What follows belongs to an exercise in optimizing a design on an open flow for small area, a short achievable clock period and few clock cycles; a production flow would make more cautious choices.
Only simulation tests tie the RTL to the original design; equivalence was not proved.
No activity file was given, so power comes from the tool's default toggle rates.

==> flow/config.mk <==
export PLATFORM = sky130hd
export DESIGN_NAME = cpu
export DESIGN_NICKNAME = cpu
export VERILOG_FILES = /design/flow/design.v
export SDC_FILE = /design/flow/constraint.sdc
export NUM_CORES = 4
export LEC_CHECK = 0
export ABC_AREA = 1
export CAP_MARGIN = 20
export CORE_MARGIN = 2
export CORE_UTILIZATION = 40
export SETUP_SLACK_MARGIN = 3.4
export SLEW_MARGIN = 20
==> flow/constraint.sdc <==
create_clock -name core_clock -period 5.5 [get_ports {clk}]
set_input_delay 1.1000 -clock core_clock [delete_from_list [all_inputs] [get_ports {clk}]]
set_output_delay 1.1000 -clock core_clock [all_outputs]
set_load 0.01 [all_outputs]
==> flow/design.v <==
package cpu_pkg;
    localparam int data_w    = 8;
    localparam int instr_w   = 16;
    localparam int reg_count = 16;
    localparam int op_lsb  = 12;
    localparam int rd_lsb  = 8;
    localparam int rs1_lsb = 4;
    localparam int rs2_lsb = 0;
    typedef logic [3:0]        reg_addr_t;
    typedef logic [data_w-1:0] data_t;
    typedef enum logic [3:0] {
        op_nop  = 4'd0,
        op_add  = 4'd1,
        op_sub  = 4'd2,
        op_and  = 4'd3,
        op_or   = 4'd4,
        op_xor  = 4'd5,
        op_shl  = 4'd6,
        op_shr  = 4'd7,
        op_ldi  = 4'd8,
        op_mul  = 4'd9,
        op_in   = 4'd10,
        op_out  = 4'd11,
        op_halt = 4'd15
    } opcode_t;
    typedef enum logic {
        unit_alu,
        unit_mul
    } unit_t;
endpackage
module mult_unit (
    input  logic [7:0] a,
    input  logic [7:0] b,
    output logic [7:0] r0,
    output logic [7:0] r1,
    output logic [7:0] r2
);
    logic pp0_0, pp0_1, pp1_0, pp0_2, pp1_1, pp2_0, pp0_3, pp1_2, pp2_1, pp3_0, pp0_4, pp1_3, pp2_2, pp3_1, pp4_0, pp0_5, pp1_4, pp2_3, pp3_2, pp4_1, pp5_0, pp0_6, pp1_5, pp2_4, pp3_3, pp4_2, pp5_1, pp6_0, pp0_7, pp1_6, pp2_5, pp3_4, pp4_3, pp5_2, pp6_1, pp7_0;
    logic hs1, hc2, fs3, fc4, hs5, hc6, hs7, hc8, fs9, fc10, hs11, hc12, fs13, fc14, fs15, fc16, fs17, fc18, fs19, fc20, hs21, hc22, fs23, fc24, fs25, fc26, fs27, fc28, fs29, fc30;
    assign pp0_0 = a[0] & b[0];
    assign pp0_1 = a[0] & b[1];
    assign pp1_0 = a[1] & b[0];
    assign pp0_2 = a[0] & b[2];
    assign pp1_1 = a[1] & b[1];
    assign pp2_0 = a[2] & b[0];
    assign pp0_3 = a[0] & b[3];
    assign pp1_2 = a[1] & b[2];
    assign pp2_1 = a[2] & b[1];
    assign pp3_0 = a[3] & b[0];
    assign pp0_4 = a[0] & b[4];
    assign pp1_3 = a[1] & b[3];
    assign pp2_2 = a[2] & b[2];
    assign pp3_1 = a[3] & b[1];
    assign pp4_0 = a[4] & b[0];
    assign pp0_5 = a[0] & b[5];
    assign pp1_4 = a[1] & b[4];
    assign pp2_3 = a[2] & b[3];
    assign pp3_2 = a[3] & b[2];
    assign pp4_1 = a[4] & b[1];
    assign pp5_0 = a[5] & b[0];
    assign pp0_6 = a[0] & b[6];
    assign pp1_5 = a[1] & b[5];
    assign pp2_4 = a[2] & b[4];
    assign pp3_3 = a[3] & b[3];
    assign pp4_2 = a[4] & b[2];
    assign pp5_1 = a[5] & b[1];
    assign pp6_0 = a[6] & b[0];
    assign pp0_7 = a[0] & b[7];
    assign pp1_6 = a[1] & b[6];
    assign pp2_5 = a[2] & b[5];
    assign pp3_4 = a[3] & b[4];
    assign pp4_3 = a[4] & b[3];
    assign pp5_2 = a[5] & b[2];
    assign pp6_1 = a[6] & b[1];
    assign pp7_0 = a[7] & b[0];
    assign hs1 = pp0_6 ^ pp1_5;
    assign hc2 = pp0_6 & pp1_5;
    assign fs3 = pp0_7 ^ pp1_6 ^ pp2_5;
    assign fc4 = (pp0_7 & pp1_6) | (pp0_7 & pp2_5) | (pp1_6 & pp2_5);
    assign hs5 = pp3_4 ^ pp4_3;
    assign hc6 = pp3_4 & pp4_3;
    assign hs7 = pp0_4 ^ pp1_3;
    assign hc8 = pp0_4 & pp1_3;
    assign fs9 = pp0_5 ^ pp1_4 ^ pp2_3;
    assign fc10 = (pp0_5 & pp1_4) | (pp0_5 & pp2_3) | (pp1_4 & pp2_3);
    assign hs11 = pp3_2 ^ pp4_1;
    assign hc12 = pp3_2 & pp4_1;
    assign fs13 = hs1 ^ pp2_4 ^ pp3_3;
    assign fc14 = (hs1 & pp2_4) | (hs1 & pp3_3) | (pp2_4 & pp3_3);
    assign fs15 = pp4_2 ^ pp5_1 ^ pp6_0;
    assign fc16 = (pp4_2 & pp5_1) | (pp4_2 & pp6_0) | (pp5_1 & pp6_0);
    assign fs17 = hc2 ^ fs3 ^ hs5;
    assign fc18 = (hc2 & fs3) | (hc2 & hs5) | (fs3 & hs5);
    assign fs19 = pp5_2 ^ pp6_1 ^ pp7_0;
    assign fc20 = (pp5_2 & pp6_1) | (pp5_2 & pp7_0) | (pp6_1 & pp7_0);
    assign hs21 = pp0_3 ^ pp1_2;
    assign hc22 = pp0_3 & pp1_2;
    assign fs23 = hs7 ^ pp2_2 ^ pp3_1;
    assign fc24 = (hs7 & pp2_2) | (hs7 & pp3_1) | (pp2_2 & pp3_1);
    assign fs25 = hc8 ^ fs9 ^ hs11;
    assign fc26 = (hc8 & fs9) | (hc8 & hs11) | (fs9 & hs11);
    assign fs27 = fc10 ^ hc12 ^ fs13;
    assign fc28 = (fc10 & hc12) | (fc10 & fs13) | (hc12 & fs13);
    assign fs29 = fc14 ^ fc16 ^ fs17;
    assign fc30 = (fc14 & fc16) | (fc14 & fs17) | (fc16 & fs17);
    assign r0[0] = pp0_0;
    assign r1[0] = 1'b0;
    assign r2[0] = 1'b0;
    assign r0[1] = pp0_1;
    assign r1[1] = pp1_0;
    assign r2[1] = 1'b0;
    assign r0[2] = pp0_2;
    assign r1[2] = pp1_1;
    assign r2[2] = pp2_0;
    assign r0[3] = hs21;
    assign r1[3] = pp2_1;
    assign r2[3] = pp3_0;
    assign r0[4] = hc22;
    assign r1[4] = fs23;
    assign r2[4] = pp4_0;
    assign r0[5] = fc24;
    assign r1[5] = fs25;
    assign r2[5] = pp5_0;
    assign r0[6] = fc26;
    assign r1[6] = fs27;
    assign r2[6] = fs15;
    assign r0[7] = fc28;
    assign r1[7] = fs29;
    assign r2[7] = fs19;
endmodule
module cpu #(
    parameter int rob_depth = 8
) (
    input  logic                        clk,
    input  logic                        rst,
    input  logic [cpu_pkg::instr_w-1:0] instr,
    input  logic                        instr_valid,
    input  logic [15:0]                 sw,
    output logic                        stall,
    output cpu_pkg::data_t              led,
    output logic                        retire_valid,
    output cpu_pkg::reg_addr_t          retire_rd,
    output cpu_pkg::data_t              retire_value,
    output logic                        retire_write
);
    logic [3:0] op;
    logic       accept, halted;
    logic       uses1, uses2;
    assign op    = instr[15:12];
    assign uses2 = ((op != 4'd0) && (op <= 4'd7)) || (op == 4'd9);
    assign uses1 = uses2 || (op == 4'd11);
    cpu_pkg::data_t regs [cpu_pkg::reg_count];
    logic           d_valid, d_wait, d_write, d_mul;
    logic [3:0]     d_op, d_rd, d_rs1, d_rs2;
    logic           d_go;
    logic           f1_x1, f1_x2, f2_x1, f2_x2, f1_r, f2_r;
    logic           x1_valid, x1_write, x1_out, x1_mul;
    logic [3:0]     x1_rd;
    logic           x1_add, x1_sub, x1_and, x1_or, x1_xor, x1_shl, x1_shr, x1_ldi, x1_pass;
    cpu_pkg::data_t sum, dif;
    cpu_pkg::data_t x1_a, x1_b;
    cpu_pkg::data_t x1_ma, x1_mb;    
    cpu_pkg::data_t next_a, next_b, other_a, other_b;
    logic           fwd_a, fwd_b;
    cpu_pkg::data_t alu, mul_r0, mul_r1, mul_r2;
    logic           x2_valid, x2_write, x2_out;
    logic [3:0]     x2_rd;
    cpu_pkg::data_t x2_s, x2_c, x2_e, csa_s, csa_c, result;
    logic           r_valid, r_write, r_out;
    logic [3:0]     r_rd;
    cpu_pkg::data_t r_value;
    assign stall  = halted || d_wait;
    assign accept = instr_valid && !stall && !rst;
    assign d_go   = d_valid && !d_wait;
    always_ff @(posedge clk) begin
        if (rst) begin
            halted   <= 1'b0;
            d_valid  <= 1'b0;
            d_wait   <= 1'b0;
            x1_valid <= 1'b0;
            x2_valid <= 1'b0;
            r_valid  <= 1'b0;
            led      <= 8'd0;
        end else begin
            if (accept && (op == 4'd15)) halted <= 1'b1;
            if (!d_wait) d_valid <= accept;
            d_wait   <= accept && d_valid && d_mul &&
                        ((uses1 && (d_rd == instr[7:4])) || (uses2 && (d_rd == instr[3:0])));
            x1_valid <= d_go;
            x2_valid <= x1_valid;
            r_valid  <= x2_valid;
            if (r_valid && r_out) led <= r_value;
        end
    end
    always_ff @(posedge clk) begin
        if (!d_wait) begin
            d_op    <= op;
            d_rd    <= instr[11:8];
            d_rs1   <= instr[7:4];
            d_rs2   <= instr[3:0];
            d_write <= (op != 4'd0) && (op <= 4'd10);
            d_mul   <= (op == 4'd9);
        end
    end
    assign f1_x1 = x1_valid && x1_write && (x1_rd == d_rs1);
    assign f2_x1 = x1_valid && x1_write && (x1_rd == d_rs2);
    assign f1_x2 = x2_valid && x2_write && (x2_rd == d_rs1);
    assign f2_x2 = x2_valid && x2_write && (x2_rd == d_rs2);
    assign f1_r  = r_valid && r_write && (r_rd == d_rs1);
    assign f2_r  = r_valid && r_write && (r_rd == d_rs2);
    always_comb begin
        if (d_op == 4'd10)  other_a = sw[7:0];
        else if (f1_x2)     other_a = result;
        else if (f1_r)      other_a = r_value;
        else                other_a = regs[d_rs1];
        if (d_op == 4'd8)   other_b = {d_rs1, d_rs2};
        else if (f2_x2)     other_b = result;
        else if (f2_r)      other_b = r_value;
        else                other_b = regs[d_rs2];
    end
    assign fwd_a = f1_x1 && (d_op != 4'd10);
    assign fwd_b = f2_x1 && (d_op != 4'd8);
    function automatic cpu_pkg::data_t pick(input logic f, input cpu_pkg::data_t other);
        pick = ({8{f && x1_add}}  & sum) |
               ({8{f && x1_sub}}  & dif) |
               ({8{f && x1_and}}  & (x1_a & x1_b)) |
               ({8{f && x1_or}}   & (x1_a | x1_b)) |
               ({8{f && x1_xor}}  & (x1_a ^ x1_b)) |
               ({8{f && x1_shl}}  & (x1_a << x1_b[2:0])) |
               ({8{f && x1_shr}}  & (x1_a >> x1_b[2:0])) |
               ({8{f && x1_ldi}}  & x1_b) |
               ({8{f && x1_pass}} & x1_a) |
               ({8{!f}}           & other);
    endfunction
    assign next_a = pick(fwd_a, other_a);
    assign next_b = pick(fwd_b, other_b);
    always_ff @(posedge clk) begin
        x1_add   <= (d_op == 4'd1);
        x1_sub   <= (d_op == 4'd2);
        x1_and   <= (d_op == 4'd3);
        x1_or    <= (d_op == 4'd4);
        x1_xor   <= (d_op == 4'd5);
        x1_shl   <= (d_op == 4'd6);
        x1_shr   <= (d_op == 4'd7);
        x1_ldi   <= (d_op == 4'd8);
        x1_pass  <= (d_op == 4'd0) || (d_op >= 4'd10);
        x1_rd    <= d_rd;
        x1_write <= d_write;
        x1_out   <= (d_op == 4'd11);
        x1_mul   <= d_mul;
        x1_a     <= next_a;
        x1_b     <= next_b;
        x1_ma    <= next_a;
        x1_mb    <= next_b;
    end
    assign sum = x1_a + x1_b;
    assign dif = x1_a - x1_b;
    assign alu = ({8{x1_add}}  & sum) |
                 ({8{x1_sub}}  & dif) |
                 ({8{x1_and}}  & (x1_a & x1_b)) |
                 ({8{x1_or}}   & (x1_a | x1_b)) |
                 ({8{x1_xor}}  & (x1_a ^ x1_b)) |
                 ({8{x1_shl}}  & (x1_a << x1_b[2:0])) |
                 ({8{x1_shr}}  & (x1_a >> x1_b[2:0])) |
                 ({8{x1_ldi}}  & x1_b) |
                 ({8{x1_pass}} & x1_a);
    mult_unit mul_inst (.a(x1_ma), .b(x1_mb), .r0(mul_r0), .r1(mul_r1), .r2(mul_r2));
    always_ff @(posedge clk) begin
        x2_s     <= x1_mul ? mul_r0 : alu;
        x2_c     <= x1_mul ? mul_r1 : 8'd0;
        x2_e     <= x1_mul ? mul_r2 : 8'd0;
        x2_rd    <= x1_rd;
        x2_write <= x1_write;
        x2_out   <= x1_out;
    end
    assign csa_s  = x2_s ^ x2_c ^ x2_e;
    assign csa_c  = {(x2_s[6:0] & x2_c[6:0]) | (x2_s[6:0] & x2_e[6:0]) | (x2_c[6:0] & x2_e[6:0]), 1'b0};
    assign result = csa_s + csa_c;
    always_ff @(posedge clk) begin
        for (int i = 0; i < cpu_pkg::reg_count; i++) begin
            if (rst || (r_valid && r_write && (r_rd == 4'(i)))) begin
                regs[i] <= rst ? 8'd0 : r_value;
            end
        end
    end
    always_ff @(posedge clk) begin
        r_value <= result;
        r_rd    <= x2_rd;
        r_write <= x2_write;
        r_out   <= x2_out;
    end
    assign retire_valid = r_valid;
    assign retire_rd    = r_rd;
    assign retire_value = r_value;
    assign retire_write = r_write;
endmodule
==> flow/run.sh <==
#!/bin/bash
# synth_recipe.tcl (not shown) runs the flow's synth.tcl, then flattens the netlist and writes it again
# the make line also repeats each setting of config.mk as NAME=value (left out here)
make -C /OpenROAD-flow-scripts/flow DESIGN_CONFIG=/design/flow/config.mk WORK_HOME=/design/flow/orfs CLKGATE_MAP_FILE= SYNTH_SCRIPT=/design/flow/synth_recipe.tcl finish
==> notes.md, run 1 <==
- The number of synthesized flops with an enable pin is 146.
- The worst hold margin is about 0.33 ns.
- The number of iterations in the first detailed-routing pass is 6.
- The run finished with no timing, DRC or antenna violations.
- The initial antenna violation count is 0.
- The reg-to-reg startpoint is x2_c[2].
- The detailed route wirelength on metal2 is 18,400 microns.
- Among cell families on the critical path, the largest total delay comes from flip-flops.
- For this design the static power due to leakage is 7.178 nW.
- The highest attainable clock frequency is 0.4396 GHz.
- The signal on the critical path passes through clkinvlp_4, nand2_2, buf_6.
- The post-synth net total is 1,670.
- The worst pin sits at a relative slew slack of between 50% and 60%.
- The routed length on met1 is 18,230 microns.
- The library cell with the largest summed area after synthesis is sky130_fd_sc_hd__edfxtp_1.
- The via count is 11,424.
- The sort of element at the end of the critical path is an output port.
- Of the synthesized area, sequential elements account for 48.89%.
- Clock-pin slew was measured on the worst setup and hold paths at 0.06 ns.
- The register-to-register path setup slack is 3.26 ns.
- Counting flops with an async set or reset pin after synthesis yields a share of 0%.
- Pin placement for this block handled 58 I/O pins.
- The via count of the first global-routing pass is 11,090.
- Counting every instance in the synthesized netlist gives 1,585.
- The buffer depth of the longest clock path is 3.
- Setup repair after global routing could not meet its margin everywhere.
- The critical path start-end classification is flop to output port.
- The synthesized netlist contains 42 unique library cells.
- The final-report hold violation count came to 0.
- Detailed placement finished with a half-perimeter wire length of 29,910 microns.
- The total global routing track utilization is 25.11%.
- The DRC violation count after routing is 0.
- From synthesis to final layout, the design area changed by 27.96%.
- Counting every sink on the clock net gives between 200 and 250.
- The die outline height is approximately 180 microns.
- Adding up every negative setup slack in the final design gives 0 ns.
- The number of antenna repair diodes is 0.
- The floorplan die width is 181.0 microns.
- Counting tap cells, the placed design contains a total of 2,008 instances.
- After the first detailed-routing iteration, the DRC count stood at 1,207.
- The cell area after synthesis is roughly 13,000 sq um.
- The commonest cells after synthesis are sky130_fd_sc_hd__nand2_1 (595), sky130_fd_sc_hd__nor2_1 (170), sky130_fd_sc_hd__edfxtp_1 (146), sky130_fd_sc_hd__inv_1 (138), sky130_fd_sc_hd__dfxtp_1 (87).
- In this run the top signal layer used is met4.
- The cell depth of the worst flop-to-flop path is 10.
- The remaining global-route overflow is 0.
- The peak per-stage delay on the critical path is 0.35 ns.
- The number of placement rows is 64.
- The clock arrives with 0.04009 ns of skew.
- After synthesis, the cell types taking the most area are sky130_fd_sc_hd__edfxtp_1 (35%), sky130_fd_sc_hd__nand2_1 (18%), sky130_fd_sc_hd__dfxtp_1 (14%), sky130_fd_sc_hd__nor2_1 (5.1%), sky130_fd_sc_hd__inv_1 (4.1%).
- The remaining number of nets flagged by the antenna check after routing is 0.
- The overall die area is approximately 33,000 sq um.
- In the final layout, the multi-input gates occupy between 6000 and 7000 sq um.
- Dividing the synthesized area by the synthesized cell count gives 7.905 sq um.
- The most common cell in the synthesized netlist is sky130_fd_sc_hd__nand2_1.
- In this run the worst hold path is classified as flop to flop.
- At the end of routability-driven placement, the weighted congestion stood at 0.9812.
- The critical path starts at d_wait.
- Dividing total power by cell area gives a power density of between 300 and 400 nW/um^2.
- Yosys printed 2 warnings.
- The number of port buffers is 49.
- The signal arrival time at the worst endpoint is 1.17 ns.
- The number of nets in the final layout is 1,805.
- Of all nets on the critical path, the largest fanout is 2.
- The total of fill cells in the finished design is approximately 2,900.
- The first-pass GRT wire length is roughly 63,000 microns.
- The number of CTS-inserted buffers is 28.
- Once layout is complete, the cells apart from fillers number 2,138.
- The post-route worst setup slack is around 3.2 ns.
- The end of the worst register-to-register path is x1_mb[6].
- The category of the worst setup path launch point is a flop.
- For this configuration, the core starts out at a cell density of about two fifths.
- The worst setup path endpoint is stall.
- The proportion of netlist area held by the largest area contributor is 34.99%.
- The worst path buffer plus inverter count is 2.
- After floorplanning, the core was sized to cover between 30,000 and 40,000 sq um.
- The later pin in the worst-skew pair is clocked with a latency of 0.57 ns.
- The total number of H-tree levels is 1.
- Counting flops and latches in the post-synthesis netlist gives 233.
- VDD sags by at most 0.0002549 V.
- The wire length per cell after detailed routing is 19.60 microns.
- Entering global routing, the biggest net connects 22 pins.
- The slowest library cell on the worst path is sky130_fd_sc_hd__dfxtp_4.
- The clock period could shrink to 2.275 ns.
- The mean number of vias per cell is 5.343.
- Setup violations remaining at the end of the flow were counted as 0.
- The slew at the pin closest to its max-slew limit is 0.7424 ns.
- The flip-flop cell with the highest count after synthesis is sky130_fd_sc_hd__edfxtp_1.
- After detailed routing, the met3 layer carries approximately 3700 microns of wire.
- The critical path data required time is about 4.4 ns.
- The count of pins over their slew limit is 0.
- Timing analysis after detailed placement gives a worst setup slack of around 1.5 ns.
- In this run, post-CTS hold repair placed 0 buffers.
- Across the run, the number of max-cap violations was 0.
- The CTS root buffer is sky130_fd_sc_hd__clkbuf_16.
- TritonCTS built the clock tree.
- The sequential cells in the finished layout cover a total of roughly 6200 sq um.
- Of the cells placed in the final design, the portion with a size suffix greater than 1 is 21.18%.
- The critical path depth is 3.
- Of the available clock period, the critical path in the final layout requires 41.36%.
- The post-detailed-routing wire length is 41,900 microns.
-- sequential cells by signal (all words and copies together), names as in the netlist, 6 cells and up --
register,cells
led,8
r_value,8
regs,128
x1_ma,8
x1_mb,8
x2_c,7
x2_e,6
x2_s,8
-- worst register-to-register path: stages, from the launching register on --
cell and delay [ns]:
sky130_fd_sc_hd__dfxtp_2 0.32, sky130_fd_sc_hd__fa_1 0.51, sky130_fd_sc_hd__ha_4 0.19, sky130_fd_sc_hd__fa_2 0.41, sky130_fd_sc_hd__nand3_2 0.11, sky130_fd_sc_hd__nand2_2 0.08
sky130_fd_sc_hd__xor2_4 0.29, sky130_fd_sc_hd__a21oi_2 0.09, sky130_fd_sc_hd__nand2_1 0.08, sky130_fd_sc_hd__nand2_1 0.05, sky130_fd_sc_hd__nand2_1 0.06
-- logic make-up after synthesis --
logic type / share of synthesized area [%]
flops: 48.89
buf+inv: 5.612
xor+xnor: 2.167
simple gates: 28.07
compound gates: 9.487
fa+ha+maj: 5.772
-- metal layers --
metal | up-vias | global-route usage [%]
met4 | 0 | 9.106
met2 | 489 | 39.09
met3 | 102 | 5.584
met1 | 5404 | 34.44
li1 | 5429 | -
met5 | - | 0
-- power breakdown --
| part | internal (mW) | switching, mW |
|---|---|---|
| registers | 2.14 | 0.183 |
| logic | 0.508 | 0.852 |
| clock network | 1.15 | 0.746 |
-- cell usage in the layout (no fill, tap or decap), types with 6 or more instances in the layout --
cell / instances
sky130_fd_sc_hd__a21oi_1: 54
sky130_fd_sc_hd__a21oi_2: 13
sky130_fd_sc_hd__buf_12: 6
sky130_fd_sc_hd__buf_4: 72
sky130_fd_sc_hd__buf_6: 29
sky130_fd_sc_hd__clkbuf_16: 28
sky130_fd_sc_hd__clkdlybuf4s50_1: 25
sky130_fd_sc_hd__clkinvlp_4: 7
sky130_fd_sc_hd__dfxtp_1: 47
sky130_fd_sc_hd__dfxtp_2: 16
sky130_fd_sc_hd__dfxtp_4: 24
sky130_fd_sc_hd__edfxtp_1: 146
sky130_fd_sc_hd__fa_1: 10
sky130_fd_sc_hd__ha_1: 23
sky130_fd_sc_hd__ha_4: 11
sky130_fd_sc_hd__inv_1: 123
sky130_fd_sc_hd__inv_2: 14
sky130_fd_sc_hd__inv_4: 6
sky130_fd_sc_hd__nand2_1: 563
sky130_fd_sc_hd__nand2_2: 21
sky130_fd_sc_hd__nand2_4: 10
sky130_fd_sc_hd__nand3_1: 51
sky130_fd_sc_hd__nand3_2: 10
sky130_fd_sc_hd__nand4_1: 6
sky130_fd_sc_hd__nor2_1: 151
sky130_fd_sc_hd__nor2_2: 15
sky130_fd_sc_hd__nor2_4: 26
sky130_fd_sc_hd__o21ai_0: 67
sky130_fd_sc_hd__o21ai_1: 22
sky130_fd_sc_hd__o21ai_2: 18
sky130_fd_sc_hd__o22ai_1: 13
sky130_fd_sc_hd__xnor2_1: 12
sky130_fd_sc_hd__xor2_1: 16
-- how the worst min path moves through the flow --
stage,start,endpoint,depth (start not counted)
5_1_grt,x2_out,r_out,0
2_1_floorplan,x2_out,r_out,0
4_1_cts,x2_out,r_out,0
3_3_place_gp,x1_out,x2_out,0
6_report,x2_out,r_out,0
3_5_place_dp,x2_out,r_out,0
-- metrics by stage --
stage                     util (%)  instance area, sq um  total power [mW]
after floorplan                  -                 12540             2.952
after global placement       43.73                 13450             3.377
after detailed placement     43.74                 13450             3.387
after CTS                    49.55                 15240             5.423
after global routing         52.14                 16030             5.821
final                        52.14                 16030             5.579
-- area by class of cell --
| cell class | count | area share [%] |
|---|---|---|
| repair inverters | 3 | 0.1093 |
| clock buffers | 38 | 4.916 |
| flip-flops and latches | 233 | 38.89 |
| multi-input cells | 1174 | 40.54 |
| repair buffers | 133 | 7.749 |
| clock inverters | 14 | 1.061 |
| inverters | 147 | 3.637 |
| well taps | 396 | 3.090 |
-- repair_timing --
item,in CTS,in global routing
resized for setup,252,141
cloned,3,0
pin swaps,8,42
setup endpoints to repair,260,107
setup buffers,51,24
Testbench counts, summed over its fixed seeds: cycles 4,663.
==> run 2: changes to the inputs <==
--- a/flow/design.v
+++ b/flow/design.v
@@ -174,2 +174,4 @@
     assign d_go   = d_valid && !d_wait;
+    assign d_write = (d_op != 4'd0) && (d_op <= 4'd10);
+    assign d_mul   = (d_op == 4'd9);
     always_ff @(posedge clk) begin
@@ -200,4 +202,2 @@
             d_rs2   <= instr[3:0];
-            d_write <= (op != 4'd0) && (op <= 4'd10);
-            d_mul   <= (op == 4'd9);
         end
--- a/flow/config.mk
+++ b/flow/config.mk
@@ -11,3 +11,3 @@
 export CORE_UTILIZATION = 40
-export SETUP_SLACK_MARGIN = 3.4
+export SETUP_SLACK_MARGIN = 3.2
 export SLEW_MARGIN = 20
==> run 2 against run 1 <==
Against the previous run: via count shrank 2.6%; core utilization shrank 2.8 points; count of clock-buffer cells in the layout grew 1; global-route usage shrank 0.34 points; synthesized cell count shrank 0.69%; clock power is essentially flat; power shrank 4.1%; clock skew shrank 0.021 ns; critical path depth shrank 2.
==> notes.md, run 2 <==
- After synthesis the cells add up to ~12,000 sq um.
- In this run, synthesis produced a sequential element count of around 230.
- STA puts the critical path data arrival time at 1.17 ns.
- The register with the most flip-flops in the layout has 128 of them.
- The fraction of final layout cells with drive strength greater than 1 is 14.99%.
- The synthesized design devotes to its leading area cell type 34.84% of total area.
- The post-synthesis to final-layout area growth is 21.63%.
- The final critical-path share of the clock period is 41.31%.
- Counting both buffers and inverters, the worst setup path holds a total of 1.
- The top fanout value on the critical path is 4.
- The clock tree from TritonCTS is done.
- 0 antenna diodes ended up in the layout.
- The sort of element at the end of the critical path is an output port.
- The final-layout setup total negative slack is 0 ns.
- The initial antenna violation count is 1.
- The clock passes through at most 3 buffers.
- The most frequent standard cell in the layout excluding fill and tap cells is sky130_fd_sc_hd__nand2_1.
- The run finished with no timing, DRC or antenna violations.
- In this run the static leakage power is 6.771 nW.
- The critical path in this run is classified as flop to output port.
- The number of CTS-inserted buffers is 27.
- Yosys printed 2 warnings.
- The slowest library cell on the worst path is sky130_fd_sc_hd__dfxtp_4.
- The min-delay analysis places its worst path in the category flop to flop.
- The clock edge transition at the registers on the reported setup and hold paths is 0.06 ns.
- Data on the critical path is required at its endpoint by 4.40 ns.
- The pre-antenna-repair detailed-routing pass consisted of 6 iterations.
- The via count of the first global-routing pass is about 11,000.
- The top-level port count is between 50 and 60.
- The shortest period the worst path allows is 2.272 ns.
- Counting flops per register, the top entry is regs.
- The via count is approximately 11,000.
- Once detailed placement completed, the half-perimeter wirelength came to 30,430 microns.
- Setup repair after global routing could not meet its margin everywhere.
- The CTS root buffer is sky130_fd_sc_hd__clkbuf_16.
- The die is 180.1 microns tall.
- The cell count after synthesis is 1,574.
- The number of nets in the final layout is between 1,500 and 2,000.
- The core region is between 30,000 and 40,000 sq um.
- The pin count of the biggest net entering global routing is 23.
- The flip-flop cell with the highest count after synthesis is sky130_fd_sc_hd__edfxtp_1.
- The wire length per cell after detailed routing is 19.67 microns.
- The quantity of hold-fixing buffers added after cts is 0.
- The post-synthesis area per instance is 7.885 sq um.
- The first-pass GRT wire length is 62,020 microns.
- Measured against its own limit, the worst slew margin works out to 29.92%.
- The total of fill cells in the finished design is 2,946.
- The total power after layout is 5.349 mW.
- VDD sags by at most between 0.0002 and 0.00025 V.
- The starting DRC count in detailed routing is 1,119.
- The cell family contributing the most delay on the critical path is flip-flops.
- After synthesis, the share of flip-flops with an asynchronous set or reset is 0%.
- The unique cell type count in the Yosys netlist is 40.
- Summed over all layers, the routed wires come to approximately 41,000 microns.
- The tool flagged a number of max-cap violations equal to 0.
- After detailed routing, the number of vias per cell comes to 5.322.
- In the layout the commonest cells are sky130_fd_sc_hd__nand2_1 (547), sky130_fd_sc_hd__nor2_1 (154), sky130_fd_sc_hd__edfxtp_1 (144).
- For this run, the top clock speed supported by timing is 0.4402 GHz.
- Synthesis produced a netlist with a net count of approximately 1,700.
- Ranked by total cell area, the synthesized netlist is headed by sky130_fd_sc_hd__edfxtp_1 (35%), sky130_fd_sc_hd__nand2_1 (17%), sky130_fd_sc_hd__dfxtp_1 (14%), sky130_fd_sc_hd__nor2_1 (5.5%), sky130_fd_sc_hd__inv_1 (4.6%).
- The share of the Yosys chip area taken by registers is 48.88%.
- The total global routing track utilization is 24.77%.
- Across the routed clock network, the largest skew measured is 0.01915 ns.
- In this run, synthesis inferred 144 flip-flops with an integrated enable.
- Walking the worst path, the cells encountered are clkdlybuf4s15_1.
- The clock reaches the later pin of the worst-skew pair after between 0.5 and 0.6 ns.
- The final-report hold violation count was 0.
- The die covers 32,450 sq um.
- CTS built an H-tree with a depth of 1.
- Setup violations remaining at the end of the flow were counted as 0.
- Among all cell types in the netlist, the one instantiated most often is sky130_fd_sc_hd__nand2_1.
- For this run, design rule violations remaining after detail routing come to 0.
- The count of pins over their slew limit is 0.
- The initialized floorplan defines between 60 and 70 standard-cell rows.
- By count the netlist is led by sky130_fd_sc_hd__nand2_1 (570), sky130_fd_sc_hd__nor2_1 (182), sky130_fd_sc_hd__inv_1 (151), sky130_fd_sc_hd__edfxtp_1 (144), sky130_fd_sc_hd__o21ai_0 (108).
- Once the floorplan was initialized, standard cells occupied 40.57% of the core.
- Routability-driven placement finished with a final weighted congestion of 0.9663.
- The power density normalized to cell area is 354.4 nW/um^2.
- The number of clock sinks is between 200 and 250.
- The worst setup path is launched from a flop.
- For the pin with the worst max-slew slack, the measured transition is 1.045 ns.
- For this run, the slowest stage of the critical path takes 0.39 ns.
- The die is 180.1 microns wide.
- The remaining global-route overflow is 0.
- The detail route stage leaves a number of antenna-violating nets equal to 0.
- The number of port buffers is 49.
- The biggest area contributor in the post-synthesis netlist is sky130_fd_sc_hd__edfxtp_1.
run 2: changes by cell type in the layout (fill, tap and decap cells not counted), sizes merged, moves of 6 or more:
cell / before / now
o21ai: 107 / 125
inv: 143 / 162
clkdlybuf4s15: 0 / 17
nand2: 597 / 570
buf: 108 / 49
clkinv: 9 / 1
clkbuf: 38 / 44
run 2: repair_timing:
item,CTS,global route
buffers inserted,17,22
pin swaps,10,16
endpoints found under the setup margin,249,33
resized for setup,152,80
cloned,1,0
run 2: worst paths after layout:
| kind | slack [ns] | to | startpoint | cells after the start |
|---|---|---|---|---|
| max | 3.23 | retire_value[5] | r_value[5] | 1 |
| min | 0.33 | x2_out | x1_out | 0 |
| max reg2reg | 3.25 | x1_mb[6] | x2_c[2] | 10 |
| min reg2reg | 0.33 | x2_out | x1_out | 0 |
run 2: per-stage QoR:
| step | util (%) | setup slack [ns] | cell area [sq um] | std cells | hold slack (ns) |
|---|---|---|---|---|---|
| floorplan | - | 3.345 | 12410 | 1574 | 0.3096 |
| detailed placement | 43.62 | 1.643 | 13340 | 2001 | 0.3161 |
| CTS | 48.00 | 3.181 | 14680 | 2069 | 0.3373 |
| finish | 49.35 | 3.228 | 15090 | 2091 | 0.3340 |
| global placement | 43.60 | 1.676 | 13340 | 2000 | 0.3135 |
| global route | 49.35 | 3.147 | 15090 | 2091 | 0.3460 |
run 2: kinds of logic after synthesis:
kind of cell,synth area share [%]
and+or+nand+nor,26.94
AOI/OAI and AO/OA,10.06
buffers and inverters,5.878
DFF,48.88
xor gates and xnor gates,2.258
adders and majority gates,5.827
muxes,0.1613
run 2: power breakdown:
group	leakage, nW	switching [mW]	internal (mW)	total, mW
clock network	0.474	0.739	1.13	1.87
logic	4.09	0.769	0.391	1.16
registers	2.21	0.196	2.12	2.32
run 2: final cells by class:
type | count | area (sq um) | share of cell area [%]
sequential | 231 | 6131 | 40.62
tap | 396 | 495.5 | 3.282
clock inverter | 11 | 132.6 | 0.8786
inverter | 158 | 614.3 | 4.070
timing repair inverter | 1 | 7.507 | 0.04973
multi-input combinational | 1158 | 6027 | 39.93
timing repair buffer | 97 | 870.8 | 5.769
clock buffer | 39 | 815.8 | 5.404
run 2: layer usage:
metal	wire length, microns	vias up	GRT usage [%]
li1	-	5332	-
met1	17830	5253	33.67
met2	19260	464	41.35
met3	2881	78	3.941
met4	1143	2	6.387
met5	18	-	0
Testbench counts of run 2, summed over its fixed seeds: cycles 4,663.
==> run 3: changes to the inputs <==
--- a/flow/config.mk
+++ b/flow/config.mk
@@ -11,3 +11,3 @@
 export CORE_UTILIZATION = 40
-export SETUP_SLACK_MARGIN = 3.2
+export SETUP_SLACK_MARGIN = 3.1
 export SLEW_MARGIN = 20
==> run 3 against run 2 <==
Against the previous run: power down 0.84%; clock power barely moved; non-clock buffer count fell by 15; first-iteration DRC count down 12%; sequential power barely moved; synthesized area unchanged; sequential share of layout area up 0.65 points; synthesized cell count stayed put; maximum frequency fell by 2.8%; via count is 1.1% lower.
==> notes.md, run 3 <==
- The flow ran to the end and the layout has no timing, DRC or antenna violations.
- The via count of the first global-routing pass is 10,572.
- Summed over all layers, the global routing overflow is 0.
- The top-level port count is 58.
- After the first detailed-routing iteration, the DRC count stood at just under 1,000.
- Across the VDD grid, the largest voltage drop is about 0.00024 V.
- The top fanout value on the critical path is 4.
- The final-layout setup total negative slack is 0 ns.
- The library cells used most frequently in the layout, excluding fill and tap cells, are sky130_fd_sc_hd__nand2_1 (559), sky130_fd_sc_hd__nor2_1 (154), sky130_fd_sc_hd__inv_1 (148).
- Routability-driven placement finished with a final weighted congestion of 0.9663.
- Summing the areas of all xor and xnor instances in the mapped netlist gives 2.258% of the synthesized area.
- The via count is roughly 11,000.
- Across every metal layer, demand over resource in global routing totals between 20% and 30%.
- The number of antenna diodes in the final layout is 0.
- During synthesis, Yosys emitted a total of 2 warnings.
- Final hold analysis gives a worst-case slack of 0.3333 ns.
- The utilization of the core after routing is 48.39%.
- The number of failing setup endpoints in the final timing report is 0.
- The register ranked first by flip-flop count is regs.
- The top cell type by area accounts for between 30% and 40% of the synthesized area.
- Row generation in the floorplan step produced 64 rows.
- The tool flagged a number of max-cap violations equal to 0.
- By area the synthesized netlist is led by sky130_fd_sc_hd__edfxtp_1 (35%), sky130_fd_sc_hd__nand2_1 (17%), sky130_fd_sc_hd__dfxtp_1 (14%), sky130_fd_sc_hd__nor2_1 (5.5%), sky130_fd_sc_hd__inv_1 (4.6%).
- The portion of the post-synthesis area used by sequential elements is 48.88%.
- The internal portion of the total power is 3.617 mW.
- The synthesized design spends more area on one cell type than any other, namely sky130_fd_sc_hd__edfxtp_1.
- The finished layout holds 2,076 standard cells, fillers aside.
- The dominant delay contributor by cell family on the critical path is flip-flops.
- The flip-flop count of the largest register after layout is about 130.
- In the final design database the tool counted 1,744 nets.
- The initial antenna violation count was 1.
- The wire length per cell after detailed routing is 19.41 microns.
- The standard cell area after detailed placement is about 13,000 sq um.
- The first global-routing pass estimated 61,270 microns of wire.
- The post-synthesis area per instance is approximately 7.9 sq um.
- Net switching is 31.81% of the power.
- The fraction of final layout cells with drive strength greater than 1 is 11.25%.
- No sink is reached through more buffers than the 3 on the longest clock path.
- The most frequent standard cell in the layout excluding fill and tap cells is sky130_fd_sc_hd__nand2_1.
- Of the available clock period, the critical path in the final layout requires 42.48%.
- The worst setup path is of the flop to output port kind.
- The critical path data required time is 4.40 ns.
- The post-route worst setup slack is 3.164 ns.
- The pin count of the biggest net entering global routing is 23.
- The finished cells cover 14,800 sq um.
- The flip-flop cell with the highest count after synthesis is sky130_fd_sc_hd__edfxtp_1.
- The initial utilization of the core area, before any placement, comes to 40.57%.
- The clock tree from TritonCTS is done.
- Clock-pin slew was measured on the worst setup and hold paths at 0.06 ns.
- The remaining number of nets flagged by the antenna check after routing is 0.
- The cell sitting at the root of the clock tree is a sky130_fd_sc_hd__clkbuf_16.
- The worst clock skew is 0.01941 ns.
- After detailed placement, the design holds a cell count of 2,001.
- The category of the worst setup path launch point is a flop.
- At the pin with the least slew margin, the transition time is 1.052 ns.
- Counting flops with a built-in enable in the synthesized netlist gives approximately 140.
- The worst min-delay path category is flop to flop.
- The fraction of power consumed by the clock network is 35.3%.
- The number of port buffers is 49.
- The quantity of hold-fixing buffers added after cts is 0.
- The total power after layout is 5.304 mW.
- The logic gate share of total power is around a fifth.
- The commonest cells after synthesis are sky130_fd_sc_hd__nand2_1 (570), sky130_fd_sc_hd__nor2_1 (182), sky130_fd_sc_hd__inv_1 (151), sky130_fd_sc_hd__edfxtp_1 (144), sky130_fd_sc_hd__o21ai_0 (108).
- The total number of H-tree levels is 1.
- The net load switching power is 1.687 mW.
- The fraction of power consumed by sequential logic is 43.5%.
- The post-synth net total is 1,659.
- Counting flops with an async set or reset pin after synthesis yields a share of 0%.
- Derived from the worst setup path, the maximum achievable clock frequency is 0.4280 GHz.
- Summed over all cells, the static leakage comes to 6.725 nW.
- The sort of element at the end of the critical path is an output port.
- The cell count after synthesis came out at 1,574.
- Counting both buffers and inverters, the worst setup path holds a total of 1.
- The post-detailed-routing wire length is ~40,000 microns.
- For this design, the sink count on the clock tree is 231.
- Headroom to the max-slew limit came out at 29.42%.
- The combinational family with the most area after synthesis is simple AND/OR/NAND/NOR gates.
- The power density normalized to cell area is around 360 nW/um^2.
- Using the TritonRoute via totals, the vias-per-cell ratio works out to 5.300.
- The worst setup slack after placement is 1.643 ns.
- The number of iterations in the first detailed-routing pass is 5.
- The peak per-stage delay on the critical path is 0.40 ns.
- The die outline height is 180.1 microns.
- After synthesis, the netlist uses 40 different library cells.
- The clock network latency to the later pin of the worst-skew pair is 0.56 ns.
- Setup repair after global routing could not meet its margin everywhere.
- After Yosys synthesis, full adders, half adders and majority gates account for under 10% of the synthesized area.
- After detailed routing, the number of remaining DRC violations is 0.
- The number of CTS-inserted buffers is 27.
- Relative to the synthesized area, the layout overhead comes to 19.27%.
- The area of the core region is 30,590 sq um.
- The cell area after synthesis is 12,410 sq um.
- Yosys instantiated no cell more often than sky130_fd_sc_hd__nand2_1.
- The floorplan die width is 180.1 microns.
- The synthesized netlist devotes about a tenth of its cell area to compound gates.
- The smallest clock period supported by the final layout is computed as 2.336 ns.
- The share of synthesized area spent on multiplexers is 0.1613%.
- At the worst endpoint, the arrival time is 1.24 ns.
- Walking the worst path, the cells encountered are dlygate4sd2_1.
- The synthesized design contains 231 register bits.
- Of the total synthesized cell area, the portion taken by AND, OR, NAND and NOR gates is 26.94%.
- The overall die area is roughly 32,000 sq um.
- The final-report hold violation count is 0.
- The count of pins over their slew limit is 0.
- Summed over all nets, the half-perimeter wirelength after detailed placement is slightly above 30,000 microns.
- Among all stages on the critical path, the largest delay is contributed by sky130_fd_sc_hd__dfxtp_2.
## run 3: cell counts after synthesis
Identical to the previous run, type by type.
## run 3: cell families after synthesis
logic type / Yosys count
AO/OA/AOI/OAI: 231
XOR/XNOR: 32
adder cells (fa/ha/maj): 50
buffers and inverters: 185
flip-flops: 231
multiplexers: 2
AND/OR/NAND/NOR: 843
## run 3: final cells by class
type	count	area [sq um]
clock inverters	11	132.6
fillers	2983	15790
inverters	158	609.3
clock buffers	39	815.8
flip-flops and latches	231	6108
well taps	396	495.5
repair inverters	1	7.507
multi-input cells	1158	5908
repair buffers	82	724.4
## run 3: final timing paths
| check | slack [ns] | end | from | cells after the start |
|---|---|---|---|---|
| worst max-delay path | 3.16 | retire_value[4] | r_value[4] | 1 |
| worst min-delay path | 0.33 | x2_out | x1_out | 0 |
| worst max register to register | 3.19 | x1_mb[3] | d_rs2[3] | 13 |
| worst min register to register | 0.33 | x2_out | x1_out | 0 |
## run 3: power by group through the flow
stage	registers, mW	logic, mW	clock network (mW)
2_1_floorplan	2.26	0.670	0
3_3_place_gp	2.34	1.04	0
3_5_place_dp	2.34	1.04	0
4_1_cts	2.31	1.05	1.91
5_1_grt	2.33	1.24	1.98
6_report	2.31	1.12	1.87
## run 3: metal layers
layer | global-route usage, % | wire, microns | vias up
met4 | 5.968 | 1171 | 2
met1 | 33.48 | 17670 | 5245
met5 | 0 | 18 | -
li1 | - | - | 5294
met3 | 4.082 | 2791 | 80
met2 | 40.69 | 18650 | 381
## run 3: timing repair
| action | CTS | global route |
|---|---|---|
| setup buffers | 4 | 20 |
| pin swaps | 0 | 13 |
| setup endpoints to repair | 248 | 21 |
| resized for setup | 88 | 59 |
| cloned | 1 | 0 |
==> run 4: changes to the inputs <==
--- a/flow/config.mk
+++ b/flow/config.mk
@@ -11,3 +11,4 @@
 export CORE_UTILIZATION = 40
-export SETUP_SLACK_MARGIN = 3.1
+export CTS_BUF_LIST = sky130_fd_sc_hd__clkbuf_8
+export SETUP_SLACK_MARGIN = 3.2
 export SLEW_MARGIN = 20
==> run 4 against run 3 <==
Against the previous run: critical endpoint is now regs[8][2]; maximum frequency rose by 1.3%; cell count grew 2.0%; die area unchanged; clock power fell by 18%; hold slack improved by 0.0048 ns; count of clock-buffer cells in the layout is 8 higher; core utilization rose by 0.62 points; combinational power up 7%; highest routed layer unchanged.
==> notes.md, run 4 <==
- The run finished with no timing, DRC or antenna violations.
- The synthesized-area fraction occupied by ao, oa, aoi and oai cells is roughly 10%.
- The cell area after synthesis is 12,410 sq um.
- The number of synthesized flops with an enable pin is 144.
- For this run, the top clock speed supported by timing is 0.4337 GHz.
- Setup repair after global routing could not meet its margin everywhere.
- For this design, the sink count on the clock tree is 231.
- Of the total power, registers draw 45.9%.
- The number of antenna repair diodes is 0.
- The number of port buffers is 49.
- In the synthesized netlist the dominant register cell turns out to be sky130_fd_sc_hd__edfxtp_1.
- The peak per-stage delay on the critical path is 0.52 ns.
- The utilization of the core after routing is 49.01%.
- The simple-gate share of the synthesized area is 26.94%.
- The power density normalized to cell area is 337.0 nW/um^2.
- The slew at the pin closest to its max-slew limit is 1.047 ns.
- The number of placement rows is 64.
- The register with the most flip-flops in the final layout is regs.
- Entering global routing, the biggest net connects 23 pins.
- The total global routing track utilization is 24.97%.
- The portion of the post-synthesis area used by sequential elements is 48.88%.
- The top fanout value on the critical path is 15.
- The category of the worst setup path launch point is an input pin.
- Ranked by total cell area, the synthesized netlist is headed by sky130_fd_sc_hd__edfxtp_1 (35%), sky130_fd_sc_hd__nand2_1 (17%), sky130_fd_sc_hd__dfxtp_1 (14%), sky130_fd_sc_hd__nor2_1 (5.5%), sky130_fd_sc_hd__inv_1 (4.6%).
- CTS built an H-tree with a depth of 2.
- The register with the most flip-flops in the layout has 128 of them.
- The max-cap violation count is 0.
- For this configuration, the core starts out at a cell density of about two fifths.
- Along the worst hold path, the cell count comes to 0.
- Clock latency on the worst-skew pair, taken at its later pin, is 0.58 ns.
- Setup total negative slack on the finished layout was measured at 0 ns.
- The die is about 180 microns tall.
- Clock skew on the completed layout was measured at a little under 0.06 ns.
- In this run the standard cell core region covers 30,590 sq um.
- In the routed layout, each cell is associated on average with a via count of 5.275.
- Leaving out fill and tap cells, the most frequent cells in the layout are sky130_fd_sc_hd__nand2_1 (544), sky130_fd_sc_hd__nor2_1 (154), sky130_fd_sc_hd__inv_1 (153).
- The count of pins over their slew limit is 0.
- The pre-antenna-repair detailed-routing pass consisted of 5 iterations.
- The dominant delay contributor by cell family on the critical path is buffers and inverters.
- The CTS root buffer is sky130_fd_sc_hd__clkbuf_8.
- Summed over all instances, the cell type with the most area after synthesis is sky130_fd_sc_hd__edfxtp_1.
- The proportion of netlist area held by the largest area contributor is 34.84%.
- The most used standard cell by instance count after synthesis is sky130_fd_sc_hd__nand2_1.
- The clock passes through at most 3 buffers.
- By count the netlist is led by sky130_fd_sc_hd__nand2_1 (570), sky130_fd_sc_hd__nor2_1 (182), sky130_fd_sc_hd__inv_1 (151), sky130_fd_sc_hd__edfxtp_1 (144), sky130_fd_sc_hd__o21ai_0 (108).
- Timing analysis after detailed placement gives a worst setup slack of about 1.6 ns.
- The critical path start-end classification is input pin to flop.
- A synthesized cell averages just under 8 sq um.
- IR analysis of the VDD net gives a maximum drop of 0.0001983 V.
- The internal portion of total power is between 3 and 4 mW.
- The warning count from the yosys run is 2.
- The final critical-path share of the clock period is 41.92%.
- The xor/xnor share of the synthesized area is 2.258%.
- The arithmetic-cell share of the synthesized area counting full adders, half adders and majority gates is 5.827%.
- Detailed placement finished with a half-perimeter wire length of 30,430 microns.
- The share of synthesized area spent on multiplexers is 0.1613%.
- The slowest stage of the critical path is the sky130_fd_sc_hd__clkdlybuf4s15_2 cell.
- The first global-routing pass estimated slightly above 60,000 microns of wire.
- The register bit count reported by yosys is 231.
- The starting DRC count in detailed routing is 1,085.
- The DRC violation count after routing is 0.
- The cell count after synthesis is 1,574.
- The fraction of power spent switching nets is 34.11%.
- Measured in cells, the most critical reg-to-reg path has a length of 10.
- The clock tree from TritonCTS is done.
- The die is 180.1 microns wide.
- The via count is 11,173.
- The combinational family with the most area after synthesis is simple AND/OR/NAND/NOR gates.
- The shortest period the worst path allows is 2.306 ns.
- The final-report hold violation count was 0.
- For this design, the CTS-stage hold fixing added 0 buffers.
- The final layout contains routed wiring with a total length of 41,440 microns.
- Combinational logic is responsible for 23.7% of the overall power.
- The critical path data required time is 5.65 ns.
- The worst path buffer plus inverter count is 3.
- The worst min-delay path category is flop to flop.
- Clock-pin slew was measured on the worst setup and hold paths at ~0.060 ns.
- Setup violations remaining at the end of the flow were counted as 0.
- The detail route stage leaves a number of antenna-violating nets equal to 0.
- During I/O placement, the number of pins put on the boundary was 58.
- Of the cells placed in the final design, the portion with a size suffix greater than 1 is 16.09%.
- The total of fill cells in the finished design is 2,975.
- The analysis attributes to cell leakage a power of 6.751 nW.
- The post-synth net total is between 1,500 and 2,000.
- Across all setup checks in the final design, the least slack found is 3.194 ns.
- Routability-driven placement finished with a final weighted congestion of approximately 0.97.
- In this run, CTS created clock tree buffers numbering between 40 and 50.
- The remaining global-route overflow is 0.
- The die covers 32,450 sq um.
- The net load switching power is 1.723 mW.
- The unique cell type count in the Yosys netlist is 40.
- For this run, asynchronously set or reset flops after synthesis account for 0%.
- The initial antenna violation count is 1.
- The library cell used most frequently in the layout, excluding fill and tap cells, is sky130_fd_sc_hd__nand2_1.
- The post-synthesis to final-layout area growth is 20.80%.
- The signal on the critical path passes through clkdlybuf4s15_2, clkinvlp_4, buf_4, o21ai_1.
- STA classifies the critical path endpoint as a flop.
- The number of nets in the final layout is 1,776.
- The relative slew slack is around 30%.
- The critical path depth is 4.
- The fraction of power consumed by the clock network is 30.4%.
- The via count of the first global-routing pass is around 11,000.
- The signal arrival time at the worst endpoint is 2.46 ns.
- The wire length per cell after detailed routing is 19.56 microns.
-- run 4: cell counts after synthesis --
Identical to the previous run, type by type.
-- run 4: power groups by stage --
stage	clock network [mW]	logic, mW	registers, mW
floorplan	0	0.670	2.26
global placement	0	1.04	2.34
detailed placement	0	1.04	2.34
CTS	1.57	1.09	2.31
global route	1.65	1.32	2.34
finish	1.54	1.20	2.32
-- run 4: per-layer routing --
metal | vias to the layer above | share of wire, % | global-route usage, %
met1 | 5277 | 43 | 33.71
li1 | 5374 | - | -
met3 | 88 | 7.2 | 4.285
met2 | 432 | 46 | 40.74
met4 | 2 | 2.9 | 8.452
met5 | - | 0.043 | 0
-- run 4: worst paths after layout --
path / from / end / slack (ns)
setup / recovery: rst / regs[8][2] / 3.19
hold / removal: x1_out / x2_out / 0.34
setup reg to reg: x2_c[2] / x1_mb[6] / 3.21
hold reg to reg: x1_out / x2_out / 0.34
-- run 4: final cells by class --
cell class | instances | area [sq um] | share of cell area [%]
sequential | 231 | 6151 | 41.03
multi-input combinational | 1158 | 6033 | 40.24
timing repair buffer | 99 | 898.4 | 5.992
clock buffer | 47 | 646.9 | 4.315
inverter | 158 | 619.3 | 4.131
tap | 396 | 495.5 | 3.305
clock inverter | 28 | 140.1 | 0.9347
timing repair inverter | 1 | 7.507 | 0.05008
-- run 4: repair_timing --
action / 4_1_cts / 5_1_grt
resized for setup: 152 / 101
endpoints found under the hold margin: 0 / 0
setup buffers: 14 / 26
setup endpoints to repair: 249 / 60
pin swaps: 7 / 23
cloned: 1 / 1
-- run 4: logic make-up (layout without fill, tap and decap cells) --
family	count (synthesis)	count (layout)
compound gates	231	231
mux	2	2
buf+inv	185	333
fa+ha+maj	50	50
simple gates	843	843
flops	231	231
xor+xnor	32	32
-- run 4: worst reg2reg max path, stage by stage (launching register included) --
cell	delay, ns
sky130_fd_sc_hd__dfxtp_2	0.32
sky130_fd_sc_hd__fa_1	0.53
sky130_fd_sc_hd__ha_4	0.20
sky130_fd_sc_hd__fa_2	0.38
sky130_fd_sc_hd__nand3_2	0.10
sky130_fd_sc_hd__nand2_4	0.08
sky130_fd_sc_hd__xor2_4	0.21
sky130_fd_sc_hd__a21oi_2	0.12
sky130_fd_sc_hd__nand2_1	0.08
sky130_fd_sc_hd__nand2_2	0.12
sky130_fd_sc_hd__nand2_1	0.07
-- run 4: through the flow --
| step | power [mW] | area (sq um) | hold WS, ns | instances |
|---|---|---|---|---|
| after floorplan | 2.927 | 12410 | 0.3096 | 1574 |
| after global placement | 3.378 | 13340 | 0.3135 | 2000 |
| after detailed placement | 3.385 | 13340 | 0.3161 | 2001 |
| after CTS | 4.971 | 14470 | 0.3375 | 2091 |
| after global routing | 5.305 | 14990 | 0.3538 | 2118 |
| final | 5.052 | 14990 | 0.3381 | 2118 |
==> run 5: changes to the inputs <==
--- a/flow/config.mk
+++ b/flow/config.mk
@@ -10,4 +10,3 @@
 export CORE_MARGIN = 2
-export CORE_UTILIZATION = 40
-export CTS_BUF_LIST = sky130_fd_sc_hd__clkbuf_8
+export CORE_UTILIZATION = 50
 export SETUP_SLACK_MARGIN = 3.2
==> run 5 against run 4 <==
Against the previous run: largest power group unchanged; still clean; non-clock buffer count shrank 4; sequential share of layout area rose by 0.21 points; largest cell class unchanged; synthesized cell count did not move; critical path depth decreased by 3; highest routed layer is now met4.
==> notes.md, run 5 <==
- The proportion of netlist area held by the largest area contributor is 34.84%.
- Per report_power, the clock group accounts for 31.8% of the total.
- Setup violations remaining at the end of the flow were counted as 0.
- The portion of the post-synthesis area used by sequential elements is 48.88%.
- The clock tree from TritonCTS is done.
- slightly below 60 I/O pins were placed.
- The peak per-stage delay on the critical path is 0.40 ns.
- The most frequent standard cell in the layout excluding fill and tap cells is sky130_fd_sc_hd__nand2_1.
- The shortest period the worst path allows is 2.275 ns.
- The placed cell count is 1,930.
- The number of iterations in the first detailed-routing pass is 7.
- The library cells used most frequently in the layout, excluding fill and tap cells, are sky130_fd_sc_hd__nand2_1 (555), sky130_fd_sc_hd__nor2_1 (151), sky130_fd_sc_hd__inv_1 (144), sky130_fd_sc_hd__edfxtp_1 (144), sky130_fd_sc_hd__o21ai_0 (89).
- The flow ran to the end and the layout has no timing, DRC or antenna violations.
- The global placer's final weighted congestion is 0.9812.
- At the end of the flow the core is filled with cells to 61.08%.
- The max-cap violation count is 0.
- The slowest library cell on the worst path is sky130_fd_sc_hd__dfxtp_2.
- The number of clock sinks is 231.
- The cell count after synthesis is approximately 1,600.
- The via count is 11,327.
- The floorplan step set the die width to 161.5 microns.
- Ranked by total cell area, the synthesized netlist is headed by sky130_fd_sc_hd__edfxtp_1 (35%), sky130_fd_sc_hd__nand2_1 (17%), sky130_fd_sc_hd__dfxtp_1 (14%), sky130_fd_sc_hd__nor2_1 (5.5%), sky130_fd_sc_hd__inv_1 (4.6%).
- The quantity of hold-fixing buffers added after cts is 0.
- The floorplan step defined a die boundary enclosing 26,100 sq um.
- The net load switching power is 1.643 mW.
- The warning count from the yosys run is 2.
- The final-report hold violation count was 0.
- The cell area after synthesis is between 10,000 and 15,000 sq um.
- The post-synthesis to final-layout area growth is 19.70%.
- The total of fill cells in the finished design is 2,222.
- The critical path goes through clkdlybuf4s15_1.
- The peak ir drop on the vdd network is 0.0002714 V.
- The remaining number of nets flagged by the antenna check after routing is 0.
- The wire-length estimate of the detail-placed layout is 30,520 microns.
- The worst setup path is launched from a flop.
- The post-route worst setup slack is approximately 3.2 ns.
- After synthesis, the mean cell area works out to 7.885 sq um.
- Of the total power, the share spent switching nets is between 30% and 40%.
- For this run, design rule violations remaining after detail routing come to 0.
- Data on the critical path is required at its endpoint by 4.40 ns.
- The internal portion of total power is 3.460 mW.
- The repair_antennas step left the layout with diodes totalling 0.
- In this design, the largest share of critical-path delay is due to flip-flops.
- The final critical-path share of the clock period is 41.37%.
- The post-route netlist has 12.91% of its cells at a drive strength greater than 1.
- The static leakage is between 6 and 7 nW.
- The power density normalized to cell area is between 300 and 400 nW/um^2.
- The fraction of power consumed by sequential logic is 45.5%.
- The first-pass GRT wire length is 61,580 microns.
- The first routing iteration left 1,159 violations.
- The CTS root buffer is sky130_fd_sc_hd__clkbuf_16.
- The critical path start-end classification is flop to output port.
- The worst min-delay path category is flop to flop.
- For this run, the number of standard cells in the final layout without fillers is 2,013.
- Measured along the y axis, the die boundary spans 161.5 microns.
- The top fanout value on the critical path is 4.
- The signal arrival time at the worst endpoint is 1.18 ns.
- Buffers placed on the I/O ports in this run total 49.
- The flip-flop count of the largest register after layout is around 130.
- The initialized floorplan defines 57 standard-cell rows.
- The mean number of vias per cell is 5.627.
- The total number of H-tree levels is 1.
- The highest attainable clock frequency is 0.4395 GHz.
- The logic gate share of total power is 22.6%.
- Setup repair after global routing could not meet its margin everywhere.
- The post-route cell area is 14,860 sq um.
- The most used standard cell by instance count after synthesis is sky130_fd_sc_hd__nand2_1.
- The synthesized design spends more area on one cell type than any other, namely sky130_fd_sc_hd__edfxtp_1.
- The number of synthesized flops with an enable pin is about 140.
- Final hold analysis gives a worst-case slack of 0.3282 ns.
- The worst setup slack after placement is 2.005 ns.
- The number of CTS-inserted buffers is 25.
- The pin count of the biggest net entering global routing is 22.
- In this run the deepest clock path goes through 3 buffers.
- Across every metal layer, demand over resource in global routing totals around a third.
- The total power after layout is just over 5 mW.
- The post-detailed-routing wire length is 41,400 microns.
- The fraction of synthesis flops using an asynchronous set or reset pin is 0%.
- The number of nets in the synthesized netlist is between 1,500 and 2,000.
- The via count of the first global-routing pass was between 10,000 and 15,000.
- The worst clock skew is 0.02116 ns.
- Ranked by flip-flop count, first place goes to regs.
- The initial antenna violation count is 0.
- Clock latency on the worst-skew pair, taken at its later pin, is 0.54 ns.
- The number of buffers and inverters on the critical path is 1.
- The slew at the pin closest to its max-slew limit is 0.6937 ns.
- The unique cell type count in the Yosys netlist is 40.
- Ranked by instance count, the synthesized netlist is headed by sky130_fd_sc_hd__nand2_1 (570), sky130_fd_sc_hd__nor2_1 (182), sky130_fd_sc_hd__inv_1 (151), sky130_fd_sc_hd__edfxtp_1 (144), sky130_fd_sc_hd__o21ai_0 (108).
- Summing all placed instances gives a cell area of 13,260 sq um.
- Headroom to the max-slew limit came out at between 50% and 60%.
- The wire length per cell after detailed routing is 20.56 microns.
- After global routing the overflow that remains totals 0.
- The area of the core region is 24,320 sq um.
- In the synthesized netlist the dominant register cell turns out to be sky130_fd_sc_hd__edfxtp_1.
- Once the floorplan was initialized, standard cells occupied 51.03% of the core.
- The count of pins over their slew limit was 0.
- After clock tree synthesis, the clock-pin slew on the worst setup and hold paths is about 0.06 ns.
- The number of nets in the final layout is 1,755.
- Summed over all failing endpoints, the final setup total negative slack is 0 ns.
- The sort of element at the end of the critical path is an output port.
- In this run, synthesis produced a sequential element count of approximately 230.
[run 5: final cells by class]
cell class              count  area, sq um  area share [%]
clock buffers              34        710.7           4.784
clock inverters            12        83.83          0.5643
inverters                 158        615.6           4.144
multi-input cells        1158         6042           40.67
flip-flops and latches    231         6126           41.24
well taps                 324        405.4           2.729
repair buffers             95        864.6           5.820
repair inverters            1        7.507         0.05053
[run 5: logic make-up (layout without fill, tap and decap cells)]
family                   count (synthesis)  after routing  synth area share [%]
AND/OR/NAND/NOR                        843            843                 26.94
flip-flops                             231            231                 48.88
buffers and inverters                  185            300                 5.878
multiplexers                             2              2                0.1613
adder cells (fa/ha/maj)                 50             50                 5.827
AO/OA/AOI/OAI                          231            231                 10.06
XOR/XNOR                                32             32                 2.258
[run 5: path summary, 6_finish.rpt]
check / end / depth (start not counted) / slack [ns] / startpoint
setup reg to reg: x1_mb[6] / 10 / 3.26 / x2_e[2]
hold / removal: x2_out / 0 / 0.33 / x1_out
hold reg to reg: x2_out / 0 / 0.33 / x1_out
setup / recovery: retire_value[2] / 1 / 3.22 / r_value[2]
[run 5: layer usage]
| layer | share of wire [%] | global-route usage, % | routed length [microns] | vias to the layer above |
|---|---|---|---|---|
| li1 | - | - | - | 5324 |
| met1 | 44 | 44.77 | 18020 | 5383 |
| met2 | 45 | 48.78 | 18710 | 519 |
| met3 | 8.1 | 5.521 | 3367 | 101 |
| met4 | 3.1 | 10.19 | 1303 | 0 |
| met5 | 0 | 0 | 0 | - |
[run 5: repair_timing]
item                       CTS  global route
setup endpoints to repair  256           142
setup buffers                6            30
pin swaps                    0            11
resized for setup          133            76
cloned                       1             0
[run 5: power groups by stage]
stage	registers, mW	logic (mW)	clock network, mW
6_report	2.32	1.16	1.62
2_1_floorplan	2.26	0.670	0
3_5_place_dp	2.35	1.02	0
4_1_cts	2.32	1.05	1.64
5_1_grt	2.34	1.28	1.70
3_3_place_gp	2.35	1.02	0
==> run 6: changes to the inputs <==
--- a/flow/config.mk
+++ b/flow/config.mk
@@ -10,3 +10,3 @@
 export CORE_MARGIN = 2
-export CORE_UTILIZATION = 50
+export CORE_UTILIZATION = 33
 export SETUP_SLACK_MARGIN = 3.2
==> run 6 against run 5 <==
Against the previous run: via count down 2.2%; combinational power about the same; first-iteration DRC count down 3.0%; die area up 50%; non-clock buffer count up 3; critical endpoint unchanged.
==> notes.md, run 6 <==
- The number of CTS-inserted buffers is 26.
- The starting DRC count in detailed routing is 1,124.
- The setup path with the least slack is of type flop to output port.
- From bottom edge to top edge, the die measures 197.9 microns.
- The detailed router used layers up to and including met4.
- Across every metal layer, demand over resource in global routing totals a little over a fifth.
- The relative slew slack is 30.81%.
- The cell count after synthesis is 1,574.
- In this run the number of H-tree levels came out at 1.
- The peak ir drop on the vdd network is 0.0002480 V.
- Of the cells placed in the final design, the portion with a size suffix greater than 1 is 13.40%.
- The largest total area in the synthesized netlist belongs to sky130_fd_sc_hd__edfxtp_1.
- The register with the most flip-flops in the layout has 128 of them.
- The global placer's final weighted congestion is 0.9555.
- The startpoint of the lowest-slack hold path is x1_out.
- The worst hold path endpoint is x2_out.
- After the last flow step, the layout net total stands at 1,759.
- In the final routed layout, each cell accounts on average for 18.91 microns.
- The cell area after synthesis is 12,410 sq um.
- The remaining number of nets flagged by the antenna check after routing is 0.
- The peak per-stage delay on the critical path is 0.39 ns.
- Setup violations remaining at the end of the flow were counted as 0.
- The worst clock skew is 0.01609 ns.
- The first TritonRoute pass finished after 6 iterations.
- The most used flip-flop cell after synthesis is sky130_fd_sc_hd__edfxtp_1.
- For the worst-skew pair, the clock arrives at the later sink with an insertion delay of around 0.54 ns.
- Dividing the synthesized area by the synthesized cell count gives 7.885 sq um.
- The run finished with no timing, DRC or antenna violations.
- Summed over all failing endpoints, the final setup total negative slack is 0 ns.
- The critical path data required time is between 4 and 5 ns.
- Grouping stages by cell kind, the critical path spends the most delay in flip-flops.
- Power spread over the standard cell area amounts to ~350 nW/um^2.
- The internal portion of total power is 3.576 mW.
- The mean number of vias per cell is 5.111.
- The worst min-delay path category is flop to flop.
- The first-pass GRT wire length is 62,660 microns.
- The warning count from the yosys run is 2.
- Synthesis inferred 231 register bits.
- Across the run, the number of max-cap violations was 0.
- Yosys mapped a number of flops with a built-in enable equal to 144.
- The clock edge transition at the registers on the reported setup and hold paths is 0.06 ns.
- The library cells used most frequently in the layout, excluding fill and tap cells, are sky130_fd_sc_hd__nand2_1 (554), sky130_fd_sc_hd__nor2_1 (152), sky130_fd_sc_hd__inv_1 (144), sky130_fd_sc_hd__edfxtp_1 (144), sky130_fd_sc_hd__o21ai_0 (94).
- The most used standard cell by instance count after synthesis is sky130_fd_sc_hd__nand2_1.
- The worst path buffer plus inverter count is 1.
- Ranked by instance count, the synthesized netlist is headed by sky130_fd_sc_hd__nand2_1 (570), sky130_fd_sc_hd__nor2_1 (182), sky130_fd_sc_hd__inv_1 (151), sky130_fd_sc_hd__edfxtp_1 (144), sky130_fd_sc_hd__o21ai_0 (108).
- The final critical-path share of the clock period is 41.52%.
- Sequential cells burn 44.5% of the power.
- Once layout is done, the placed cells without fillers occupy 15,110 sq um.
- The number of cells traversed by the worst hold path is 0.
- The buffer depth of the longest clock path is 3.
- The pin count of the biggest net entering global routing is 22.
- Setup repair after global routing could not meet its margin everywhere.
- The wire length on met3 is about 3200 microns.
- By area the synthesized netlist is led by sky130_fd_sc_hd__edfxtp_1 (35%), sky130_fd_sc_hd__nand2_1 (17%), sky130_fd_sc_hd__dfxtp_1 (14%), sky130_fd_sc_hd__nor2_1 (5.5%), sky130_fd_sc_hd__inv_1 (4.6%).
- The final-report hold violation count is 0.
- Clock tree synthesis found a total of 231 sinks.
- The net load switching power is approximately 1.6 mW.
- Summed over all layers, the global routing overflow is 0.
- The clock tree from TritonCTS is done.
- The category of the worst setup path launch point is a flop.
- Ranked by flip-flop count, first place goes to regs.
- The top fanout value on the critical path is 4.
- The wire-length estimate of the detail-placed layout is 30,390 microns.
- The tree is rooted in a sky130_fd_sc_hd__clkbuf_16.
- Net switching is 31.48% of the power.
- For this design, the slowest cell found on the critical path is sky130_fd_sc_hd__dfxtp_2.
- From left edge to right edge, the die measures 197.9 microns.
- The detailed route wirelength on metal2 is 17,940 microns.
- The worst register-to-register path ends at x1_mb[6].
- The count of pins over their slew limit came to 0.
- For this design the static power due to leakage is 6.733 nW.
==> run 6: cell count changes in the layout (fill, tap and decap cells not counted), sizes merged, moves of 2 or more <==
cell,delta
clkbuf,+8
buf,+3
clkdlybuf4s15,+3
clkinvlp,+2
dlygate4sd2,-3
clkinv,-6
==> run 6: per-stage QoR <==
stage / utilization, % / setup WS [ns] / power [mW] / hold slack [ns] / cells
detailed placement: 36.04 / 1.717 / 3.359 / 0.3199 / 2081
finish: 40.51 / 3.216 / 5.219 / 0.3298 / 2168
global placement: 36.04 / 1.731 / 3.350 / 0.3123 / 2081
CTS: 39.14 / 3.200 / 5.151 / 0.3335 / 2141
floorplan: - / 3.345 / 2.927 / 0.3096 / 1574
global route: 40.51 / 3.140 / 5.461 / 0.3436 / 2168
==> run 6: cell type report <==
class	instances	area, sq um
Sequential cell	231	6130
Tap cell	474	593.1
Timing Repair inverter	1	7.507
Clock inverter	7	41.29
Inverter	158	618.1
Multi-Input combinational cell	1158	6012
Clock buffer	41	852.1
Timing Repair Buffer	98	859.6
Fill cell	3733	22200
==> run 6: cell families after synthesis <==
logic type	after synthesis	synth area share [%]
XOR/XNOR	32	2.258
buffers and inverters	185	5.878
multiplexers	2	0.1613
flip-flops	231	48.88
AO/OA/AOI/OAI	231	10.06
AND/OR/NAND/NOR	843	26.94
adder cells (fa/ha/maj)	50	5.827
==> run 6: how the worst max path moves through the flow <==
stage / start / endpoint / slack (ns) / cells after the start
floorplan: x1_mb[1] / x1_ma[6] / 3.34 / 14
global placement: rst / regs[10][4] / 1.73 / 3
detailed placement: rst / regs[15][4] / 1.72 / 3
CTS: r_value[1] / retire_value[1] / 3.20 / 1
global route: d_rs2[3] / x1_mb[6] / 3.14 / 12
finish: r_value[2] / retire_value[2] / 3.22 / 1
==> run 6: power by group through the flow <==
stage | Combinational (mW) | Clock [mW] | Sequential (mW)
detailed placement | 1.01 | 0 | 2.35
finish | 1.13 | 1.76 | 2.32
global placement | 1.01 | 0 | 2.34
global route | 1.26 | 1.85 | 2.35
CTS | 1.05 | 1.79 | 2.31
floorplan | 0.670 | 0 | 2.26
==> run 6: repair_timing <==
item | in CTS | in global routing
hold buffers | 0 | 0
cloned | 1 | 0
resized for setup | 117 | 91
setup buffers | 11 | 27
endpoints found under the setup margin | 217 | 37
pin swaps | 2 | 10
==> run 6: per-layer routing <==
layer  vias to the layer above  global-route usage [%]
met3                        85                   3.083
met2                       479                   32.71
met5                         -                       0
li1                       5315                       -
met1                      5201                   30.49
met4                         0                   6.071

-- re-timing with driven ports --
No port has a modelled driver above. Below, the same layouts with a new extraction and two added sets of constraints.
Step 1, drivers: a clkbuf_16 drives clk and a buf_2 each remaining input, both assumed.
Step 2 times the ports against the registers' clock, not the clock port: input delays grow and output delays shrink by t, the midpoint of the rising clock arrivals with the driver on.
Slacks: ideal ports / drivers / drivers and shift; pairs: ideal ports / drivers.
run | shift t [ns] | setup slack, ns
run 1 | 0.605 | 3.225 / 3.173 / 2.860
run 2 | 0.601 | 3.228 / 3.176 / 2.685
run 3 | 0.597 | 3.164 / 3.113 / 2.697
run 4 | 0.597 | 3.194 / 3.176 / 2.620
run 5 | 0.575 | 3.225 / 3.175 / 2.698
run 6 | 0.581 | 3.216 / 3.166 / 2.767
After both steps setup and hold are still met in every run listed.
